This design comes from an exercise in tuning for small area, a short achievable clock period and few clock cycles on the open sky130 flow, not from production work.
Where RTL was checked, it was by simulation tests only, not by an equivalence proof against the original.
No functional check of the RTL was part of run 2.
No activity file was given, so power comes from the tool's default toggle rates.

`design/flow/design.v`:
```
package swu_pkg;
   localparam int SIMD         = 2;
   localparam int IP_PRECISION = 8;
   localparam int DEF_IFM_WIDTH     = 12;
   localparam int DEF_IFM_HEIGHT    = 12;
   localparam int DEF_IFM_CHANNELS  = 8;
   localparam int DEF_KERNEL_HEIGHT = 3;
   localparam int DEF_KERNEL_WIDTH  = 3;
   localparam int DEF_STRIDE_HT     = 2;
   localparam int DEF_STRIDE_WT     = 2;
   localparam int IDX_W   = 16;
   localparam int COORD_W = 8;
   typedef logic [SIMD*IP_PRECISION-1:0] simd_word_t;
   typedef logic [IDX_W-1:0] idx_t;
   typedef struct packed {
      logic [COORD_W-1:0] out_row;
      logic [COORD_W-1:0] out_col;
      logic [COORD_W-1:0] k_row;
      logic [COORD_W-1:0] k_col;
      logic [COORD_W-1:0] fold;
   } window_pos_t;
endpackage
`timescale 1ns/1ps
module swu_line_buffer #(
   parameter int DEPTH = 48
) (
   input  logic                aclk,
   input  logic                shift_i,
   input  swu_pkg::simd_word_t din_i,
   output logic [DEPTH*16-1:0]  q_o
);
   swu_pkg::simd_word_t sr [DEPTH];
   always_ff @(posedge aclk) begin
      if (shift_i) begin
         for (int i = 0; i < DEPTH - 1; i++) begin
            sr[i] <= sr[i+1];
         end
         sr[DEPTH-1] <= din_i;
      end
   end
   for (genvar g = 0; g < DEPTH; g++) begin : g_q
      assign q_o[g*16 +: 16] = sr[g];
   end
endmodule
module swu_ring_buffer #(
   parameter int DEPTH = 48
) (
   input  logic                 aclk,
   input  logic [DEPTH/4-1:0]   load_i,    
   input  swu_pkg::simd_word_t  din_i,
   output logic [DEPTH*16-1:0]  q_o
);
   swu_pkg::simd_word_t r [DEPTH];
   always_ff @(posedge aclk) begin
      for (int i = 0; i < DEPTH; i++) begin
         if (i % 4 == 2) begin
            r[i] <= load_i[i/4] ? din_i : r[(i+1) % DEPTH];
         end else begin
            r[i] <= r[(i+1) % DEPTH];
         end
      end
   end
   for (genvar g = 0; g < DEPTH; g++) begin : g_q
      assign q_o[g*16 +: 16] = r[g];
   end
endmodule
`timescale 1ns/1ps
module swu_write_ctrl (
   input  logic       aclk,
   input  logic       aresetn,
   input  logic       adv_i,
   output logic [8:0] cls_o,      
   output logic [8:0] cls_inc_o   
);
   function automatic logic [8:0] classify(input logic [3:0] r, input logic [3:0] p, input logic [1:0] f);
      logic d, ev, od;
      d  = (p == 4'd11) || (r == 4'd11);
      ev = !d && !r[0] && r != 4'd0;
      od = !d && r[0];
      classify = {od && p >= 4'd3, ev && p <= 4'd2, r == 4'd11, !d && r == 4'd0, od, ev,
                  p == 4'd10 && f == 2'd3, r == 4'd11 && p == 4'd11 && f == 2'd3,
                  p == 4'd0 && f == 2'd0};
   endfunction
   logic [3:0] row_q, px_q, row_i, px_i;
   logic [1:0] fold_q, fold_i;
   logic [8:0] cls_q, cls_n_q;
   always_comb begin
      row_i  = row_q;
      px_i   = px_q;
      fold_i = fold_q + 2'd1;
      if (fold_q == 2'd3) begin
         if (px_q == 4'd11) begin
            px_i  = 4'd0;
            row_i = (row_q == 4'd11) ? 4'd0 : row_q + 4'd1;
         end else begin
            px_i = px_q + 4'd1;
         end
      end
   end
   always_ff @(posedge aclk) begin
      if (!aresetn) begin
         row_q   <= '0;
         px_q    <= '0;
         fold_q  <= 2'd1;
         cls_q   <= classify(4'd0, 4'd0, 2'd0);
         cls_n_q <= classify(4'd0, 4'd0, 2'd1);
      end else if (adv_i) begin
         row_q   <= row_i;
         px_q    <= px_i;
         fold_q  <= fold_i;
         cls_q   <= cls_n_q;
         cls_n_q <= classify(row_i, px_i, fold_i);
      end
   end
   assign cls_o     = cls_q;
   assign cls_inc_o = cls_n_q;
endmodule
`timescale 1ns/1ps
module swu_window_addr_gen (
   input  logic        aclk,
   input  logic        aresetn,
   input  logic        step_i,
   output logic [11:0] pos_o,      
   output logic [11:0] pos_inc_o   
);
   function automatic logic [11:0] decode(input logic [2:0] oy, input logic [2:0] ox,
                                          input logic [1:0] kh, input logic [1:0] kw,
                                          input logic [1:0] c);
      logic       lk, lst;
      logic [1:0] dw, de;
      lk  = kh == 2'd0 && ox != 3'd0 && kw != 2'd0;
      lst = kw == 2'd2 && c == 2'd3;
      dw  = (kh != 2'd1) ? 2'd0 : (lst && ox != 3'd4) ? 2'd2 : 2'd1;
      de  = (kh == 2'd1) ? 2'd0
          : !lst ? 2'd1
          : (kh == 2'd0) ? 2'd3
          : (ox == 3'd4 && oy != 3'd4) ? 2'd2 : 2'd1;
      decode = {dw, de, kh != 2'd1 && !(kh == 2'd2 && ox == 3'd0), lk, kh == 2'd1,
                oy == 3'd4 && ox == 3'd4 && kh == 2'd2 && kw == 2'd2 && c == 2'd3,
                ox == 3'd4 && kh == 2'd1 && kw == 2'd2 && c == 2'd3,
                ox == 3'd4 && kh == 2'd1 && kw == 2'd1 && c == 2'd0,
                ox == 3'd0 && kh == 2'd2, kh == 2'd0};
   endfunction
   logic [2:0]  oy_q, ox_q, oy_i, ox_i;
   logic [1:0]  kh_q, kw_q, c_q, kh_i, kw_i, c_i;
   logic [11:0] pos_q, pos_n_q;
   always_comb begin
      oy_i = oy_q;
      ox_i = ox_q;
      kh_i = kh_q;
      kw_i = kw_q;
      c_i  = c_q + 2'd1;
      if (c_q == 2'd3) begin
         kw_i = (kw_q == 2'd2) ? 2'd0 : kw_q + 2'd1;
         if (kw_q == 2'd2) begin
            kh_i = (kh_q == 2'd2) ? 2'd0 : kh_q + 2'd1;
            if (kh_q == 2'd2) begin
               ox_i = (ox_q == 3'd4) ? 3'd0 : ox_q + 3'd1;
               if (ox_q == 3'd4) begin
                  oy_i = (oy_q == 3'd4) ? 3'd0 : oy_q + 3'd1;
               end
            end
         end
      end
   end
   always_ff @(posedge aclk) begin
      if (!aresetn) begin
         oy_q    <= '0;
         ox_q    <= '0;
         kh_q    <= '0;
         kw_q    <= '0;
         c_q     <= 2'd2;
         pos_q   <= decode(3'd0, 3'd0, 2'd0, 2'd0, 2'd0);
         pos_n_q <= decode(3'd0, 3'd0, 2'd0, 2'd0, 2'd1);
      end else if (step_i) begin
         oy_q    <= oy_i;
         ox_q    <= ox_i;
         kh_q    <= kh_i;
         kw_q    <= kw_i;
         c_q     <= c_i;
         pos_q   <= pos_n_q;
         pos_n_q <= decode(oy_q, ox_q, kh_q, kw_q, c_q);
      end
   end
   assign pos_o     = pos_q;
   assign pos_inc_o = pos_n_q;
endmodule
`timescale 1ns/1ps
module swu_output_stage (
   input  logic                aclk,
   input  logic                aresetn,
   input  logic                push_i,
   input  logic                last_i,    
   input  logic                done_i,    
   input  swu_pkg::simd_word_t data_i,
   input  logic                m_ready_i,
   output logic                m_valid_o,
   output swu_pkg::simd_word_t m_data_o,
   output logic                skid_full_o,
   output logic                release_o,  
   output logic                out_free_o  
);
   logic                out_valid;
   logic                out_wait;
   logic                skid_valid;
   logic                skid_wait;
   swu_pkg::simd_word_t out_data;
   swu_pkg::simd_word_t skid_data;
   logic                out_free;
   logic                in_wait;
   assign out_free  = out_valid ? m_ready_i : !out_wait;
   assign in_wait   = last_i && !done_i;
   assign release_o = out_wait && done_i;
   always_ff @(posedge aclk) begin
      if (!aresetn) begin
         out_valid  <= 1'b0;
         out_wait   <= 1'b0;
         skid_valid <= 1'b0;
         skid_wait  <= 1'b0;
      end else begin
         skid_valid <= !out_free && (skid_valid || push_i);
         if (!out_free && !skid_valid) begin
            skid_wait <= in_wait;
         end
         if (out_free) begin
            if (skid_valid) begin
               out_valid <= !skid_wait;
               out_wait  <= skid_wait;
            end else begin
               out_valid <= push_i && !in_wait;
               out_wait  <= push_i && in_wait;
            end
         end else if (release_o) begin
            out_valid <= 1'b1;
            out_wait  <= 1'b0;
         end
      end
   end
   always_ff @(posedge aclk) begin
      if (!aresetn) begin
         out_data <= '0;
      end else if (out_free) begin
         out_data <= skid_valid ? skid_data : data_i;
      end
   end
   always_ff @(posedge aclk) begin
      if (!out_free && !skid_valid) begin
         skid_data <= data_i;
      end
   end
   assign m_valid_o   = out_valid;
   assign m_data_o    = out_data;
   assign skid_full_o = skid_valid;
   assign out_free_o  = out_free;
endmodule
`timescale 1ns/1ps
module swu_top #(
   parameter int IFM_WIDTH     = swu_pkg::DEF_IFM_WIDTH,
   parameter int IFM_HEIGHT    = swu_pkg::DEF_IFM_HEIGHT,
   parameter int IFM_CHANNELS  = swu_pkg::DEF_IFM_CHANNELS,
   parameter int KERNEL_HEIGHT = swu_pkg::DEF_KERNEL_HEIGHT,
   parameter int KERNEL_WIDTH  = swu_pkg::DEF_KERNEL_WIDTH,
   parameter int STRIDE_HT     = swu_pkg::DEF_STRIDE_HT,
   parameter int STRIDE_WT     = swu_pkg::DEF_STRIDE_WT
) (
   input  logic                aclk,
   input  logic                aresetn,
   input  swu_pkg::simd_word_t s_axis_tdata_i,
   input  logic                s_axis_tvalid_i,
   output logic                s_axis_tready_o,
   output swu_pkg::simd_word_t m_axis_tdata_o,
   output logic                m_axis_tvalid_o,
   input  logic                m_axis_tready_i
);
   localparam int EDEPTH = 48;    
   localparam int BDEPTH = 44;    
   typedef struct packed {
      logic tready;
      logic free;
      logic need;
      logic e_take;
      logic b_take;
   } dec_t;
   typedef struct packed {
      logic e_ok;      
      logic b_ok;      
      logic in_done;   
   } flags_t;
   typedef struct packed {
      logic [3:0] blk;
      logic [1:0] ph;
   } phase_t;
   function automatic dec_t decide(input logic [8:0] cls, input logic [11:0] pos,
                                   input logic [1:0] phe, input logic [1:0] phb,
                                   input logic [1:0] pel, input logic [1:0] pbl,
                                   input flags_t fl, input logic fok);
      logic row0, odd, even, early, odd3, first, drop, started, coupled;
      logic lock, bread, lockable, lock2, kh0, ale, pale, alb, b0, rdy;
      dec_t d;
      odd3     = cls[8];
      early    = cls[7];
      row0     = cls[5];
      odd      = cls[4];
      even     = cls[3];
      first    = cls[0];
      drop     = !(row0 || odd || even);
      started  = odd && !first;
      lock     = pos[6];
      bread    = pos[5];
      lockable = pos[2];
      lock2    = pos[1];
      kh0      = pos[0];
      ale      = !pos[7] || (pel == 2'd0);
      pale     = phe == 2'd0;
      alb      = pbl == 2'd0;
      b0       = phb == 2'd0;
      coupled  = started && !fl.b_ok;
      rdy      = !(kh0 && fl.e_ok) && !(bread && fl.b_ok && !odd3);
      d.e_take = (row0 && fl.e_ok && pale) || (even && lock && fok && ale)
               || (early && lock2 && fok && pale);
      d.b_take = odd && b0 && (fl.b_ok || (bread && fok && alb && (started || lockable)));
      d.tready = drop || d.e_take || d.b_take;
      d.need   = fok && ((lock && even && ale) || (bread && coupled && b0 && alb)
                         || (lock2 && early && pale));
      d.free   = fok && !lock && !lock2 && ale && rdy && !(bread && (coupled || !alb));
      decide = d;
   endfunction
   function automatic flags_t next_flags(input flags_t fl, input logic step, input logic acc,
                                         input logic rel, input logic [8:0] cls,
                                         input logic [11:0] pos);
      flags_t n;
      n.e_ok    = (step && pos[4]) || (fl.e_ok && !(acc && cls[5] && cls[2]));
      n.b_ok    = (step && pos[3]) || (fl.b_ok && !(acc && cls[4] && cls[2]));
      n.in_done = (acc && cls[1]) ? 1'b1 : (rel || (step && pos[4])) ? 1'b0 : fl.in_done;
      next_flags = n;
   endfunction
   function automatic phase_t adv_phase(input phase_t p, input logic load, input logic [3:0] nblk);
      phase_t n;
      n = p;
      if (!load) begin
         n.ph = p.ph + 2'd1;
         if (p.ph == 2'd3) begin
            n.blk = (p.blk == nblk - 4'd1) ? 4'd0 : p.blk + 4'd1;
         end
      end
      adv_phase = n;
   endfunction
   dec_t        dec_q, dec_a0, dec_a1, dec_b0, dec_b1;
   flags_t      fl_q, fl_a, fl_b;
   phase_t      pe_q, pe_a, pe_b, pb_q, pb_a, pb_b;
   logic [8:0]  cls, cls_inc, cls_b;
   logic [11:0] pos, pos_inc, pos_a, pos_b;
   logic [5:0]  pe_idx_q, pe_m1, pe_p4, pe_p32, pe_st, pei_a, pei_b;
   logic [5:0]  pb_idx_q, pb_m1, pb_m4, pb_st, pbi_a, pbi_b;
   logic        l2_q, l2_a, l2_b;
   logic        kh1_q, kh1_a, kh1_b;
   logic        tv;
   logic        acc;
   logic        seq_step;
   logic        e_shift, b_shift;
   logic        step_a, step_b;
   logic        skid_full, out_valid, out_free, skid_a, skid_b;
   logic        released;
   logic [11:0] e_load, e_load_q;
   logic [10:0] b_load, b_load_q;
   swu_pkg::simd_word_t din_q;
   logic [EDEPTH*16-1:0] ev;
   logic [BDEPTH*16-1:0] od;
   swu_pkg::simd_word_t  rd_data;
   assign tv       = s_axis_tvalid_i;
   assign acc      = tv && dec_q.tready;
   assign seq_step = dec_q.free || (tv && dec_q.need);
   assign e_shift  = tv && dec_q.e_take;
   assign b_shift  = tv && dec_q.b_take;
   swu_write_ctrl u_write_ctrl (
      .aclk      (aclk),
      .aresetn   (aresetn),
      .adv_i     (acc),
      .cls_o     (cls),
      .cls_inc_o (cls_inc)
   );
   swu_window_addr_gen u_window_addr_gen (
      .aclk      (aclk),
      .aresetn   (aresetn),
      .step_i    (seq_step),
      .pos_o     (pos),
      .pos_inc_o (pos_inc)
   );
   for (genvar k = 0; k < EDEPTH / 4; k++) begin : g_eload
      assign e_load[k] = e_shift && (pe_q.blk == 4'(EDEPTH / 4 - 1 - k));
   end
   for (genvar k = 0; k < BDEPTH / 4; k++) begin : g_bload
      assign b_load[k] = b_shift && (pb_q.blk == 4'(BDEPTH / 4 - 1 - k));
   end
   always_ff @(posedge aclk) begin
      e_load_q <= e_load;
      b_load_q <= b_load;
      din_q    <= s_axis_tdata_i;
   end
   swu_ring_buffer #(.DEPTH(EDEPTH)) u_even_buf (
      .aclk   (aclk),
      .load_i (e_load_q),
      .din_i  (din_q),
      .q_o    (ev)
   );
   swu_ring_buffer #(.DEPTH(BDEPTH)) u_odd_buf (
      .aclk   (aclk),
      .load_i (b_load_q),
      .din_i  (din_q),
      .q_o    (od)
   );
   assign rd_data = kh1_q ? od[{pb_idx_q[5:2], 2'b00} * 16 +: 16]
                  : l2_q  ? s_axis_tdata_i
                  :         ev[{pe_idx_q[5:2], 2'b00} * 16 +: 16];
   swu_output_stage u_output_stage (
      .aclk        (aclk),
      .aresetn     (aresetn),
      .push_i      (seq_step),
      .last_i      (pos[4]),
      .done_i      (fl_q.in_done),
      .data_i      (rd_data),
      .m_ready_i   (m_axis_tready_i),
      .m_valid_o   (out_valid),
      .m_data_o    (m_axis_tdata_o),
      .skid_full_o (skid_full),
      .release_o   (released),
      .out_free_o  (out_free)
   );
   assign m_axis_tvalid_o = out_valid;
   assign step_a = dec_q.free;
   assign step_b = dec_q.free || dec_q.need;
   assign pos_a  = step_a ? pos_inc : pos;
   assign pos_b  = step_b ? pos_inc : pos;
   assign cls_b  = dec_q.tready ? cls_inc : cls;
   assign fl_a   = next_flags(fl_q, step_a, 1'b0, released, cls, pos);
   assign fl_b   = next_flags(fl_q, step_b, dec_q.tready, released, cls, pos);
   assign pe_a = adv_phase(pe_q, 1'b0, 4'(EDEPTH / 4));
   assign pe_b = adv_phase(pe_q, dec_q.e_take, 4'(EDEPTH / 4));
   assign pb_a = adv_phase(pb_q, 1'b0, 4'(BDEPTH / 4));
   assign pb_b = adv_phase(pb_q, dec_q.b_take, 4'(BDEPTH / 4));
   assign pe_m1 = (pe_idx_q == 6'd0) ? 6'd47 : pe_idx_q - 6'd1;
   assign pe_p4 = (pe_idx_q >= 6'd44) ? pe_idx_q - 6'd44 : pe_idx_q + 6'd4;
   assign pe_p32 = (pe_idx_q >= 6'd16) ? pe_idx_q - 6'd16 : pe_idx_q + 6'd32;
   assign pe_st = (pos[9:8] == 2'd1) ? pe_idx_q : (pos[9:8] == 2'd2) ? pe_p4
                : (pos[9:8] == 2'd3) ? pe_p32 : pe_m1;
   assign pei_a = step_a ? pe_st : pe_m1;
   assign pei_b = step_b ? pe_st : pe_m1;
   assign pb_m1 = (pb_idx_q == 6'd0) ? 6'd43 : pb_idx_q - 6'd1;
   assign pb_m4 = (pb_idx_q < 6'd4) ? pb_idx_q + 6'd40 : pb_idx_q - 6'd4;
   assign pb_st = (pos[11:10] == 2'd1) ? pb_idx_q : (pos[11:10] == 2'd2) ? pb_m4 : pb_m1;
   assign pbi_a = step_a ? pb_st : pb_m1;
   assign pbi_b = step_b ? pb_st : pb_m1;
   assign kh1_a = pos_a[5];
   assign kh1_b = pos_b[5];
   assign l2_a  = pos_a[1];
   assign l2_b  = pos_b[1];
   assign dec_a0 = decide(cls,   pos_a, pe_a.ph, pb_a.ph, pei_a[1:0], pbi_a[1:0], fl_a, 1'b0);
   assign dec_a1 = decide(cls,   pos_a, pe_a.ph, pb_a.ph, pei_a[1:0], pbi_a[1:0], fl_a, 1'b1);
   assign dec_b0 = decide(cls_b, pos_b, pe_b.ph, pb_b.ph, pei_b[1:0], pbi_b[1:0], fl_b, 1'b0);
   assign dec_b1 = decide(cls_b, pos_b, pe_b.ph, pb_b.ph, pei_b[1:0], pbi_b[1:0], fl_b, 1'b1);
   assign skid_a = !out_free && (skid_full || step_a);
   assign skid_b = !out_free && (skid_full || step_b);
   always_ff @(posedge aclk) begin
      if (!aresetn) begin
         fl_q  <= 3'b110;
         pe_q  <= '0;
         pb_q  <= '0;
         pe_idx_q <= 6'd0;
         pb_idx_q <= 6'd0;
         kh1_q    <= 1'b0;
         l2_q     <= 1'b0;
         dec_q    <= decide(9'b000100001, 12'b00_01_1_0_0_0_0_0_0_1, 2'd0, 2'd0, 2'd0, 2'd0,
                            3'b110, 1'b1);
      end else if (tv) begin
         fl_q  <= fl_b;
         pe_q  <= pe_b;
         pb_q  <= pb_b;
         pe_idx_q <= pei_b;
         pb_idx_q <= pbi_b;
         kh1_q    <= kh1_b;
         l2_q     <= l2_b;
         dec_q <= skid_b ? dec_b0 : dec_b1;
      end else begin
         fl_q  <= fl_a;
         pe_q  <= pe_a;
         pb_q  <= pb_a;
         pe_idx_q <= pei_a;
         pb_idx_q <= pbi_a;
         kh1_q    <= kh1_a;
         l2_q     <= l2_a;
         dec_q <= skid_a ? dec_a0 : dec_a1;
      end
   end
   assign s_axis_tready_o = dec_q.tready;
endmodule
```
`design/flow/run.sh`:
```
#!/bin/bash
# synth_recipe.tcl (not shown) runs the flow's synth.tcl, then flattens the netlist and writes it again
# the make line also repeats each setting of config.mk as NAME=value (left out here)
make -C /OpenROAD-flow-scripts/flow DESIGN_CONFIG=/design/flow/config.mk WORK_HOME=/design/flow/orfs CLKGATE_MAP_FILE= SYNTH_SCRIPT=/design/flow/synth_recipe.tcl finish
```
`design/flow/config.mk`:
```
export PLATFORM = sky130hd
export DESIGN_NAME = swu_top
export DESIGN_NICKNAME = swu_top
export VERILOG_FILES = /design/flow/design.v
export SDC_FILE = /design/flow/constraint.sdc
export NUM_CORES = 4
export LEC_CHECK = 0
export ABC_CLOCK_PERIOD_IN_PS = 2500
export CAP_MARGIN = 20
export CORE_MARGIN = 2
export CORE_UTILIZATION = 72
export CTS_BUF_LIST = sky130_fd_sc_hd__clkbuf_16
export CTS_CLUSTER_DIAMETER = 45
export CTS_CLUSTER_SIZE = 40
export SETUP_SLACK_MARGIN = 4.1
export SLEW_MARGIN = 20
```
`design/flow/constraint.sdc`:
```
create_clock -name core_clock -period 6.5 [get_ports {aclk}]
set_input_delay 1.3000 -clock core_clock [delete_from_list [all_inputs] [get_ports {aclk}]]
set_output_delay 1.3000 -clock core_clock [all_outputs]
set_load 0.01 [all_outputs]
```
==> flow_summary.json, run 1 <==
{
  "finClkSkew_ns": 0.04236,
  "hold_viol": 0,
  "grt_first_pass_wirelength_mm": 149.9,
  "r2r_cells": 9,
  "die_h_um": 254.0,
  "num_rows": 91,
  "rr_endpoint": "u_output_stage.out_data[3]",
  "min_period_ns": 2.522,
  "wirelength_mm": 101.1,
  "cts_buffer_depth": 3,
  "via_per_inst": 5.746,
  "p_total_w": 0.02209,
  "syn_inst": 3208,
  "crit_cells": 1,
  "drc": 0,
  "die_w_um": 254.0,
  "dr.pass1.iters": 5,
  "fin_ws_ns": 3.978,
  "reg2reg_from": "pe_idx_q[2]",
  "core_um2": 61710,
  "powerDensity_nw_per_um2": 425.3,
  "grt_max_degree": 46,
  "fmax_ghz": 0.3965,
  "syn_area_um2": 45000,
  "crit_required_ns": 5.20,
  "cts.reportedPaths.clkPinSlew_ns": 0.12,
  "synthMostInstantiatedCell": "dfxtp_1",
  "grt_pass1_vias": 24820,
  "startpoint": "u_output_stage.out_data[12]",
  "end_kind": "output pin",
  "clock-root-buffer": "clkbuf_16",
  "yosys-top-cells-area": "dfxtp_1 (72%), mux2_2 (9.6%), mux4_2 (2.4%)",
  "synth_top_area_share_pct": 72.38,
  "ys_seq_area_share_pct": 73.45,
  "worstSetupPathType": "register to output pin",
  "routedWlPerCell_um": 24.00,
  "grt-ovfl-total": 0,
  "cts_tree": "built",
  "fin_setup_tns_ns": 0,
  "final_util_pct": 84.17,
  "max-slew-margin-rel_pct": 26.72,
  "rsz0062_at_grt": "true",
  "synth_nets": 3259,
  "r2r_slack_ns": 4.09,
  "status": "timing/DRC/antenna clean",
  "cts_buffers": 133,
  "cts_max_level": 4,
  "cts_sinks": 1643,
  "syn2layout_area_growth_pct": 15.43,
  "hold_class": "register to register",
  "yosys_warnings": 8,
  "die_area_um2": 64520,
  "cpPeakStageDelay_ns": 0.38,
  "synth_edf_count": 16,
  "portBuffers": 37,
  "drive_above_1_share_pct": 25.62,
  "clkLatencyLatePin_ns": 0.75,
  "path_max_fanout": 2,
  "antenna_found_initial": 3,
  "vdd_drop_max_v": 0.0003661,
  "async_reset_ff_share_pct": 0,
  "yosysTopAreaCell": "dfxtp_1",
  "place.gp.congestion": 0.8095,
  "initial_core_util_pct": 72.92,
  "p_leak_nw": 20.63,
  "vias": 24210,
  "max_cap_viol_count": 0,
  "worstMarginPinSlew_ns": 1.098,
  "hpwl_mm": 52.36,
  "place_inst": 3944,
  "drtIter0Drc": 1860,
  "ys_ff_latch": 1643,
  "ys_types": 84,
  "slew_viol_final": 0,
  "fin_nets": 3329,
  "cpMaxStageDelayCell": "dfxtp_4",
  "startpoint_type": "register",
  "grtUsageTotal_pct": 31.20,
  "ant_nets": 0,
  "ios": 38,
  "cp.arrival_ns": 1.22,
  "fin_cells": 4213,
  "synth_flop_cell": "dfxtp_1",
  "pre_cts_ws_ns": 2.497,
  "crit_chain": "buf_6",
  "synth_area_per_cell_um2": 14.03,
  "crit_end": "m_axis_tdata_o[12]",
  "antenna_cells": 0,
  "synth_common_cells": "dfxtp_1 (1627), mux2_2 (385), nand2_1 (150), clkbuf_1 (126), nor2_1 (118)",
  "post-route-period-util_pct": 38.80,
  "setup_viol": 0,
  "critPathBufInv": 1,
  "crit_family": "flip-flops"
}
metrics by stage:
step           instance area [um2]  hold WS [ns]
2_1_floorplan                45080        0.3096
3_3_place_gp                 46040        0.3097
3_5_place_dp                 46050        0.3121
4_1_cts                      51680        0.3107
5_1_grt                      51940        0.3067
6_report                     51940        0.3028
worst min-delay path by stage:
stage,start,end,slack [ns],cells after the start
floorplan,u_even_buf.r[1][0],u_even_buf.r[0][0],0.31,0
global placement,u_even_buf.r[13][2],u_even_buf.r[12][2],0.31,0
detailed placement,u_even_buf.r[9][1],u_even_buf.r[8][1],0.31,0
CTS,u_odd_buf.r[25][13],u_odd_buf.r[24][13],0.31,0
global route,u_odd_buf.r[29][7],u_odd_buf.r[28][7],0.31,0
finish,u_even_buf.r[30][9],u_even_buf.r[29][9],0.30,0
sequential cells by signal (all words and copies together), names as in the netlist, 12 cells and up:
name,flops
u_even_buf.r,768
u_odd_buf.r,704
din_q,16
u_output_stage.out_data,16
u_output_stage.skid_data,16
e_load_q,12
u_window_addr_gen.pos_n_q,12
u_window_addr_gen.pos_q,12
cell usage in the layout (no fill, tap or decap), types with 7 or more instances in the layout:
cell type	synthesis	layout
a211oi_1	79	77
nor3_1	28	27
clkinvlp_4	0	11
a21oi_1	89	88
clkbuf_16	0	138
xnor2_1	12	12
buf_6	5	26
clkinv_4	0	7
dfxtp_1	1627	1600
nand2_1	150	146
clkinv_8	0	13
nand2b_1	12	11
clkdlybuf4s50_1	0	16
mux4_2	48	48
nor4_1	25	25
o21a_1	18	18
inv_6	0	16
inv_1	26	30
mux2_2	385	385
dfxtp_4	0	16
o21ai_0	53	53
clkinv_2	0	9
a31oi_1	25	24
nor2b_1	72	72
ha_1	31	26
o41ai_4	0	15
inv_8	0	14
buf_4	5	60
nand3_1	29	29
mux2i_1	27	27
a221oi_4	1	13
bufinv_16	0	12
edfxtp_1	16	16
dfxtp_2	0	11
nor2_1	118	116
logic make-up after synthesis:
| logic type | Yosys count | synth area share, % |
|---|---|---|
| flip-flops | 1643 | 73.45 |
| AND/OR/NAND/NOR | 488 | 5.369 |
| multiplexers | 461 | 12.66 |
| AO/OA/AOI/OAI | 357 | 5.363 |
| buffers and inverters | 213 | 1.988 |
| adder cells (fa/ha/maj) | 32 | 0.8841 |
| XOR/XNOR | 14 | 0.2892 |
area by class of cell:
class / instances / area [um2]
clock buffers: 137 / 3428
fillers: 2979 / 9767
flip-flops and latches: 1643 / 33130
well taps: 837 / 1047
multi-input cells: 1352 / 11760
repair buffers: 120 / 1330
inverters: 28 / 120.1
clock inverters: 96 / 1137
per-layer routing:
metal  wire length [um]  share of wire, %  track usage (%)
met2              48840                48            51.30
met4               2854               2.8            11.23
met3               4945               4.9            5.101
met1              44440                44            42.08
met5                 13             0.013                0
where the power goes:
part	switching [W]	internal, W
registers	0.000329	0.0106
clock network	0.00388	0.00448
logic	0.00158	0.00119
total	0.00579	0.0163
repair_timing:
action,in CTS,in global routing
hold buffers,0,0
gates resized for setup,222,39
pin swaps,12,14
setup buffers,23,7
setup endpoints to repair,167,57
gates cloned,5,1
Testbench counts, summed over its fixed seeds: cycles 48,784.
==> run 2: changes to the inputs <==
--- a/design/flow/design.v
+++ b/design/flow/design.v
@@ -363,4 +363,5 @@
    logic        released;
-   logic [11:0] e_load, e_load_q;
-   logic [10:0] b_load, b_load_q;
+   logic [11:0] e_load;
+   logic [10:0] b_load;
+   logic        e_shift_q, b_shift_q;
    swu_pkg::simd_word_t din_q;
@@ -388,12 +389,12 @@
    );
+   always_ff @(posedge aclk) begin
+      e_shift_q <= e_shift;
+      b_shift_q <= b_shift;
+      din_q     <= s_axis_tdata_i;
+   end
    for (genvar k = 0; k < EDEPTH / 4; k++) begin : g_eload
-      assign e_load[k] = e_shift && (pe_q.blk == 4'(EDEPTH / 4 - 1 - k));
+      assign e_load[k] = e_shift_q && (pe_q.blk == 4'(EDEPTH / 4 - 1 - k));
    end
    for (genvar k = 0; k < BDEPTH / 4; k++) begin : g_bload
-      assign b_load[k] = b_shift && (pb_q.blk == 4'(BDEPTH / 4 - 1 - k));
-   end
-   always_ff @(posedge aclk) begin
-      e_load_q <= e_load;
-      b_load_q <= b_load;
-      din_q    <= s_axis_tdata_i;
+      assign b_load[k] = b_shift_q && (pb_q.blk == 4'(BDEPTH / 4 - 1 - k));
    end
@@ -401,3 +402,3 @@
       .aclk   (aclk),
-      .load_i (e_load_q),
+      .load_i (e_load),
       .din_i  (din_q),
@@ -407,3 +408,3 @@
       .aclk   (aclk),
-      .load_i (b_load_q),
+      .load_i (b_load),
       .din_i  (din_q),
--- a/design/flow/config.mk
+++ b/design/flow/config.mk
@@ -12,4 +12,4 @@
 export CTS_BUF_LIST = sky130_fd_sc_hd__clkbuf_16
-export CTS_CLUSTER_DIAMETER = 45
-export CTS_CLUSTER_SIZE = 40
+export CTS_CLUSTER_DIAMETER = 60
+export CTS_CLUSTER_SIZE = 32
 export SETUP_SLACK_MARGIN = 4.1
==> run 2 against run 1 <==
Highest routed layer is now met4. Cell count is 6.6% lower. Clock skew is 0.0060 ns lower. Register-to-register slack worse by 0.07 ns. Largest power group unchanged. Critical path depth is 8 higher. Final area is 6.0% lower.
==> flow_summary.json, run 2 <==
{
  "max_cap_viol_count": 0,
  "drtIter0Drc": 1738,
  "status": "timing/DRC/antenna clean",
  "cpMaxStageDelayCell": "mux4_2",
  "cts_sinks": 1622,
  "synth_common_cells": "dfxtp_1 (1606), mux2_2 (388), nand2_1 (155), clkbuf_1 (111), mux4_2 (80)",
  "final_common_cell": "dfxtp_1",
  "ys_types": 80,
  "reg2reg_from": "pb_idx_q[2]",
  "worstSetupPathType": "register to register",
  "top_regs": "u_even_buf.r x768, u_odd_buf.r x704",
  "yosys_warnings": 8,
  "crit_required_ns": 7.01,
  "grt_pass1_vias": 23130,
  "vias": 22590,
  "synth_xor_xnor_area_share_pct": 0.2520,
  "die_area_um2": 64080,
  "critPathBufInv": 3,
  "drive_above_1_share_pct": 23.52,
  "synth_fa_ha_area_share_pct": 0.8903,
  "cts_buffers": 66,
  "initial_core_util_pct": 72.69,
  "core_um2": 61480,
  "synth_area_per_cell_um2": 14.42,
  "powerDensity_nw_per_um2": 370.5,
  "muxShareOfSynthArea_pct": 14.73,
  "vdd_drop_max_v": 0.0003016,
  "crit_chain": "buf_4 > clkbuf_16 > buf_4 > mux4_2 > mux2i_1 > o22ai_1 > nand2_1 > a21oi_1 > a311o_1",
  "synth_top_family_by_area": "multiplexers",
  "slew_viol_final": 0,
  "end_kind": "register",
  "post_synth_and_or_nand_nor_area_fraction_pct": 4.980,
  "antenna_cells": 0,
  "grt_max_degree": 117,
  "wirelength_mm": 90.96,
  "drc": 0,
  "finClkSkew_ns": 0.03638,
  "ys_seq_area_share_pct": 73.01,
  "crit_family": "multiplexers",
  "num_rows": 91,
  "die_h_um": 253.1,
  "cts_buffer_depth": 3,
  "ant_nets": 0,
  "startpoint_type": "register",
  "cp.arrival_ns": 3.00,
  "min_period_ns": 2.485,
  "hold_class": "register to register",
  "ys_ff_latch": 1622,
  "cts.reportedPaths.clkPinSlew_ns": 0.11,
  "regMostFlops": "u_even_buf.r",
  "largest_register_ffs": 768,
  "whs_ns": 0.3247,
  "hp-start": "u_even_buf.r[42][9]",
  "hold_viol": 0,
  "cpPeakStageDelay_ns": 0.49,
  "synth_nets": 3151,
  "synth_compound_area_share_pct": 4.367,
  "grt_first_pass_wirelength_mm": 137.0,
  "post-route-period-util_pct": 38.22,
  "path_max_fanout": 4,
  "portBuffers": 37,
  "clkLatencyLatePin_ns": 0.64,
  "yosysTopAreaCell": "dfxtp_1",
  "place.gp.congestion": 0.8438,
  "yosys-top-cells-area": "dfxtp_1 (72%), mux2_2 (9.8%), mux4_2 (4.0%)",
  "dr.pass1.iters": 5,
  "placed_cell_area_um2": 45730,
  "layout_common_cells": "dfxtp_1 (1581), mux2_2 (388), nand2_1 (150)",
  "startpoint": "pb_idx_q[2]",
  "synth_top_area_share_pct": 71.94,
  "grt-ovfl-total": 0,
  "async_reset_ff_share_pct": 0,
  "hpwl_mm": 51.57,
  "p_leak_nw": 19.69,
  "die_w_um": 253.1,
  "clock-root-buffer": "clkbuf_16",
  "setup_viol": 0,
  "synth_edf_count": 16,
  "via_per_inst": 5.740,
  "routedWlPerCell_um": 23.11,
  "ios": 38,
  "synth_flop_cell": "dfxtp_1",
  "grtUsageTotal_pct": 28.38,
  "cts_tree": "built",
  "crit_top_cell": "buf_4",
  "syn_inst": 3100,
  "synthMostInstantiatedCell": "dfxtp_1",
  "fin_setup_tns_ns": 0,
  "final_area_um2": 48820,
  "fmax_ghz": 0.4025,
  "rsz0062_at_grt": "true",
  "max-slew-margin-rel_pct": 22.62,
  "holdBufCountCts": 0,
  "syn2layout_area_growth_pct": 9.227,
  "worstMarginPinSlew_ns": 1.161,
  "antenna_found_initial": 0,
  "fin_nets": 3170,
  "cts_max_level": 3,
  "syn_area_um2": 44690
}
==> run 2: kinds of logic after synthesis <==
group	count (synthesis)
AOI/OAI and AO/OA	287
xor gates and xnor gates	12
adders and majority gates	32
buffers and inverters	189
DFF	1622
muxes	509
and+or+nand+nor	449
==> run 2: through the flow <==
step,util [%],total power (W),worst slack (ns),cells
final,79.40,0.01809,4.015,3936
after global routing,79.40,0.01864,4.002,3936
after CTS,78.93,0.01804,3.969,3926
after detailed placement,74.38,0.01265,2.702,3804
after global placement,74.38,0.01258,2.768,3804
after floorplan,-,0.01207,4.095,3100
==> run 2: path summary, 6_finish.rpt <==
kind / slack, ns / endpoint / depth (start not counted)
hold / removal: 0.32 / u_even_buf.r[41][9] / 0
setup reg to reg: 4.02 / u_output_stage.out_data[1] / 9
setup / recovery: 4.02 / u_output_stage.out_data[1] / 9
hold reg to reg: 0.32 / u_even_buf.r[41][9] / 0
==> run 2: worst reg2reg max path: stages, from the launching register on <==
cell and delay (ns):
dfxtp_4 0.40, buf_4 0.14, clkbuf_16 0.15, buf_4 0.11, mux4_2 0.49, mux2i_1 0.28, o22ai_1 0.16, nand2_1 0.19
a21oi_1 0.11, a311o_1 0.33
==> run 2: layer usage <==
layer / vias to the layer above / global-route usage (%) / part of all wire [%]
met5: - / 0 / 0
met4: 0 / 8.233 / 2.5
met3: 128 / 3.577 / 4.2
met2: 467 / 45.71 / 47
met1: 11370 / 40.77 / 46
li1: 10630 / - / -
==> run 2: area by class of cell <==
cell class	count	area, um2
Sequential cell	1622	32710
Fill cell	3439	12670
Multi-Input combinational cell	1290	11570
Clock buffer	72	1802
Timing Repair Buffer	108	1311
Tap cell	790	988.4
Clock inverter	23	289.0
Inverter	31	152.6
==> run 2: power breakdown <==
| part | total, W | switching [W] | internal (W) |
|---|---|---|---|
| clock | 0.00513 | 0.00300 | 0.00213 |
| sequential | 0.0108 | 0.000288 | 0.0105 |
| combinational | 0.00218 | 0.00114 | 0.00104 |
| total | 0.0181 | 0.00444 | 0.0136 |
==> run 2: timing repair <==
| action | CTS | global route |
|---|---|---|
| endpoints found under the setup margin | 176 | 77 |
| pin swaps | 5 | 7 |
| buffers inserted | 20 | 8 |
| gates cloned | 7 | 2 |
| resized for setup | 187 | 38 |

## port drivers added, routing unchanged
In the flow no input, the clock included, has a driving cell. The finished layouts below were timed again as built, in two steps.
Step 1, drivers: a clkbuf_16 drives aclk and a buf_2 each remaining input, both assumed.
Step 2 moves the port delays by t, midway between the first and last clock arrival at a register: inputs arrive t later, outputs are due t later. That takes back most of the time a late clock gives input paths.
Three values: ideal ports, drivers, drivers and shift; two values: the first two.
run | t, ns | slack for setup (ns) | clock arrival spread, ns | cell pins on the clock port's net
run 1 | 0.789 | 3.978 / 3.911 / 3.406 | 0.064 / 0.063 | 1
run 2 | 0.685 | 4.015 / 3.970 / 3.456 | 0.043 / 0.042 | 1
After both steps setup and hold are still met in every run listed. The setup slack of run 1, which loses most, moves by -0.067 ns with the drivers and by -0.572 ns with both steps.
